Background: an optimization exercise with open tools, aiming at small area and a short achievable clock period. Do not read the settings as production practice. RTL that was checked went through simulation tests only; none was proved equivalent to the original. Power is estimated from default activity; no workload was simulated.

## the previous run
==> flow/design.v <==
module inst_mem_responder #(
    parameter int WORD_SIZE = 16,
    parameter int ADDR_BITS = 8,
    parameter int LATENCY   = 2
) (
    input  logic                   clk,
    input  logic                   reset_n,
    input  logic                   readM,
    input  logic [WORD_SIZE-1:0]   address,
    output logic [WORD_SIZE-1:0]   data,
    output logic                   inputReady,
    output logic                   busy,
    input  logic                   load_en,
    input  logic [ADDR_BITS-1:0]   load_addr,
    input  logic [WORD_SIZE-1:0]   load_data,
    output logic [WORD_SIZE-1:0]   req_count
);
    localparam int DEPTH = 1 << ADDR_BITS;
    localparam int LO    = ADDR_BITS / 2;
    localparam int HI    = ADDR_BITS - LO;
    logic                 busy_q;
    logic                 ready_q;
    logic [WORD_SIZE-1:0] count_q;
    logic [WORD_SIZE-1:0] data_q;
    logic [(1<<HI)-1:0]   hr_q;
    logic [(1<<HI)-1:0]   hw_q;
    logic [(1<<LO)-1:0]   lr_q;
    logic [(1<<LO)-1:0]   lw_q;
    logic [(1<<LO)-1:0]   lo_dec;
    logic [WORD_SIZE-1:0] wdata_q;
    logic                 idle;
    logic                 wr_next;
    logic                 rd_next;
    logic [ADDR_BITS-1:0] a_next;
    logic [(1<<HI)-1:0]   hi_dec;
    logic [DEPTH-1:0]     sel_n;
    logic [DEPTH-1:0]     we;
    logic [DEPTH-1:0]     wen;
    logic [WORD_SIZE-1:0] rd;
    logic [WORD_SIZE-1:0] word_q [DEPTH];
    assign idle    = !busy_q;
    assign wr_next = idle && load_en;
    assign rd_next = idle && readM && !load_en;
    assign a_next  = load_en ? load_addr : address[ADDR_BITS-1:0];
    assign hi_dec  = (1 << HI)'(1) << a_next[ADDR_BITS-1:LO];
    assign lo_dec  = (1 << LO)'(1) << a_next[LO-1:0];
    always_ff @(posedge clk) begin
        hr_q    <= hi_dec;
        hw_q    <= wr_next ? hi_dec : '0;
        lr_q    <= rd_next ? lo_dec : '0;
        lw_q    <= lo_dec;
        wdata_q <= load_data;
        data_q  <= rd;
    end
    for (genvar w = 0; w < DEPTH; w++) begin : g_word
        logic [WORD_SIZE-1:0] nxt;
        imr_nand2 u_sel (.a(hr_q[w >> LO]), .b(lr_q[w % (1 << LO)]), .y(sel_n[w]));
        imr_nand2 u_wen (.a(hw_q[w >> LO]), .b(lw_q[w % (1 << LO)]), .y(wen[w]));
        imr_inv   u_we  (.a(wen[w]), .y(we[w]));
        for (genvar b = 0; b < WORD_SIZE; b++) begin : g_bit
            imr_hold u_hold (
                .we(we[w]), .wen(wen[w]), .d(wdata_q[b]), .q(word_q[w][b]),
                .y(nxt[b])
            );
        end
        always_ff @(posedge clk) word_q[w] <= nxt;
    end
    for (genvar b = 0; b < WORD_SIZE; b++) begin : g_rd
        logic [127:0] l1;    
        logic [63:0]  l2;    
        logic [15:0]  l3;    
        logic [7:0]   l4;    
        logic [1:0]   l5;    
        for (genvar i = 0; i < 128; i++) begin : g_l1
            imr_o22n u (
                .a0(sel_n[2*i]), .b0(word_q[2*i][b]),
                .a1(sel_n[2*i+1]), .b1(word_q[2*i+1][b]),
                .y(l1[i])
            );
        end
        for (genvar i = 0; i < 64; i++) begin : g_l2
            imr_nor2 u (.a(l1[2*i]), .b(l1[2*i+1]), .y(l2[i]));
        end
        for (genvar i = 0; i < 16; i++) begin : g_l3
            imr_nand4 u (.a(l2[4*i +: 4]), .y(l3[i]));
        end
        for (genvar i = 0; i < 8; i++) begin : g_l4
            imr_nor2 u (.a(l3[2*i]), .b(l3[2*i+1]), .y(l4[i]));
        end
        for (genvar i = 0; i < 2; i++) begin : g_l5
            imr_nand4 u (.a(l4[4*i +: 4]), .y(l5[i]));
        end
        imr_nor2 u_l6 (.a(l5[0]), .b(l5[1]), .y(rd[b]));
    end
    always_ff @(posedge clk or negedge reset_n) begin
        if (!reset_n) begin
            busy_q  <= 1'b0;
            ready_q <= 1'b0;
            count_q <= '0;
        end else begin
            busy_q  <= idle ? rd_next : !ready_q;
            ready_q <= busy_q && !ready_q;
            if (ready_q) count_q <= count_q + 1'b1;
        end
    end
    assign data       = data_q;
    assign inputReady = ready_q;
    assign busy       = busy_q;
    assign req_count  = count_q;
endmodule
module imr_nand2 (
    input  logic a,
    input  logic b,
    output logic y
);
    assign y = !(a && b);
endmodule
module imr_inv (
    input  logic a,
    output logic y
);
    assign y = !a;
endmodule
module imr_hold (
    input  logic we,
    input  logic wen,
    input  logic d,
    input  logic q,
    output logic y
);
    assign y = (we && d) || (wen && q);
endmodule
module imr_o22n (
    input  logic a0,
    input  logic b0,
    input  logic a1,
    input  logic b1,
    output logic y
);
    assign y = !((a0 || b0) && (a1 || b1));
endmodule
module imr_nand4 (
    input  logic [3:0] a,
    output logic       y
);
    assign y = !(&a);
endmodule
module imr_nor2 (
    input  logic a,
    input  logic b,
    output logic y
);
    assign y = !(a || b);
endmodule
clock: 5.5 ns
lec_check: 0
cap_margin: 20
core_margin: 2
core_utilization: 62
cts_cluster_diameter: 50
cts_cluster_size: 24
setup_slack_margin: 3.3
slew_margin: 20
synth_hierarchical: 1
synth_minimum_keep_size: 0
run.sh (not shown) runs the stock make flow with config.mk's settings and CLKGATE_MAP_FILE= SYNTH_SCRIPT=/design/flow/synth_recipe.tcl, a recipe that flattens the netlist after the stock synthesis.
--- input diff the previous run..the current run ---
# the previous run
export LEC_CHECK = 0
export CAP_MARGIN = 20
export CORE_MARGIN = 2
export CORE_UTILIZATION = 62
export CTS_CLUSTER_DIAMETER = 50
export CTS_CLUSTER_SIZE = 24
export SETUP_SLACK_MARGIN = 3.3
export SLEW_MARGIN = 20
export SYNTH_HIERARCHICAL = 1
export SYNTH_MINIMUM_KEEP_SIZE = 0
create_clock -name core_clock -period 5.5 [get_ports {clk}]
# the current run
export LEC_CHECK = 0
export CAP_MARGIN = 20
export CORE_MARGIN = 2
export CORE_UTILIZATION = 55
export CTS_CLUSTER_DIAMETER = 60
export CTS_CLUSTER_SIZE = 30
export SETUP_SLACK_MARGIN = 3.1
export SLEW_MARGIN = 20
export SYNTH_HIERARCHICAL = 1
export SYNTH_MINIMUM_KEEP_SIZE = 0
create_clock -name core_clock -period 5.5 [get_ports {clk}]
Findings:
Row post-detailed-route via-to-cell ratio: the current run lower / the previous run higher. Final total power (the current run over the previous run): decrease, 4.2 mW. Worst-case reg-to-reg path depth for the current run is lower than for the previous run. Sort the previous run and the current run by post-route fraction of the period consumed by the critical path, ascending, and the previous run comes first. Compared with the previous run, the current run shows a aggregate global-route resource usage that is 4.5 points lower. Die size: the current run exceeds the previous run. From the previous run to the current run, share of flip-flops with an asynchronous set or reset after synthesis did not move at all.

---

Another version of the RTL of inst_mem_responder (not shown whole).
Size in the first run: ~13000 cells after synthesis, ~0.14 mm² of cells after synthesis.
Settings: LEC_CHECK=0, CAP_MARGIN=10, CORE_MARGIN=2, CORE_UTILIZATION=66, CTS_CLUSTER_DIAMETER=100, CTS_CLUSTER_SIZE=28, SETUP_SLACK_MARGIN=3.05, SLEW_MARGIN=10, SYNTH_HIERARCHICAL=1, SYNTH_MINIMUM_KEEP_SIZE=0; clock period 5.5 ns.
==> next run, changes <==
CORE_UTILIZATION = 60   (was 66)
CTS_CLUSTER_SIZE = 26   (was 28)
Synthesized cell count does not change.
Cell area went up by about 0.8%.
Via count decreases by about 0.9%.
Core utilization drops by 6.0 points.

---

Another version of the RTL of inst_mem_responder (not shown whole).
Size in the first run: about 13000 cells after synthesis, roughly 4200 flip-flops, roughly 0.14 mm² of cells after synthesis.
clock: 5.5 ns
lec_check: 0
cap_margin: 20
core_margin: 2
core_utilization: 60
cts_cluster_diameter: 60
cts_cluster_size: 30
setup_slack_margin: 2.95
slew_margin: 20
synth_hierarchical: 1
synth_minimum_keep_size: 0
Rerun with:
Settings changed: CAP_MARGIN 20 to 10, CTS_CLUSTER_DIAMETER 60 to 100, CTS_CLUSTER_SIZE 30 to 26, SETUP_SLACK_MARGIN 2.95 to 2.9, SLEW_MARGIN 20 to 10.
The changed run passed the timing, design-rule and antenna checks.
Cell area drops by 2.3%.
Non-clock buffer count shrinks by 46.
Hold slack is about the same.
Wire length falls by 0.53%.
Final cell count is lower by 1.3%.
Sequential power is about the same.
Via count went down by 0.69%.
Synthesized cell count stays the same.
Combinational power went down by about 5%.
Global-route usage came out lower by 0.14 points.
No run of this note included a check of the RTL's function; only the layout flow was run.

[re-timing with driven ports]
Ports are ideal in the flow. The routed layouts listed here were re-timed in OpenROAD. Step 1 (the two cells are an assumption about what drives the block):
set clk [get_ports {clk}]
set_driving_cell -lib_cell sky130_fd_sc_hd__clkbuf_16 $clk
set_driving_cell -lib_cell sky130_fd_sc_hd__buf_2 [delete_from_list [all_inputs] $clk]
Step 2 also shifts input and output timing later by t, the mid clock arrival at the registers, as if the neighbouring blocks saw the same clock. Slacks: ideal ports / drivers / drivers and shift; pairs: ideal ports / drivers.
| run | shift t [ns] | slack for setup (ns) | worst setup path at the end | worst data-port slew with drivers (ns) | pins driven straight from the clock port |
|---|---|---|---|---|---|
| the previous run | 1.065 | 2.745 / 2.745 / 2.406 | input to register | 0.20 | 1 |
| the current run | 1.046 | 2.727 / 2.640 / 2.189 | input to register | 0.13 | 1 |
| the first run of note 2 | 0.955 | 2.858 / 2.845 / 2.358 | input to register | 0.29 | 1 |
| the second run of note 2 | 0.976 | 2.904 / 2.842 / 2.202 | input to register | 0.16 | 1 |
| the first run of note 3 | 0.996 | 2.700 / 2.700 / 2.066 | input to register | 0.19 | 1 |
| the second run of note 3 | 0.976 | 2.721 / 2.721 / 2.071 | input to register | 0.18 | 1 |
After both steps every run listed still meets setup and hold. The setup slack of the second run of note 2, which loses most, moves by -0.062 ns with the drivers and by -0.702 ns with both steps.
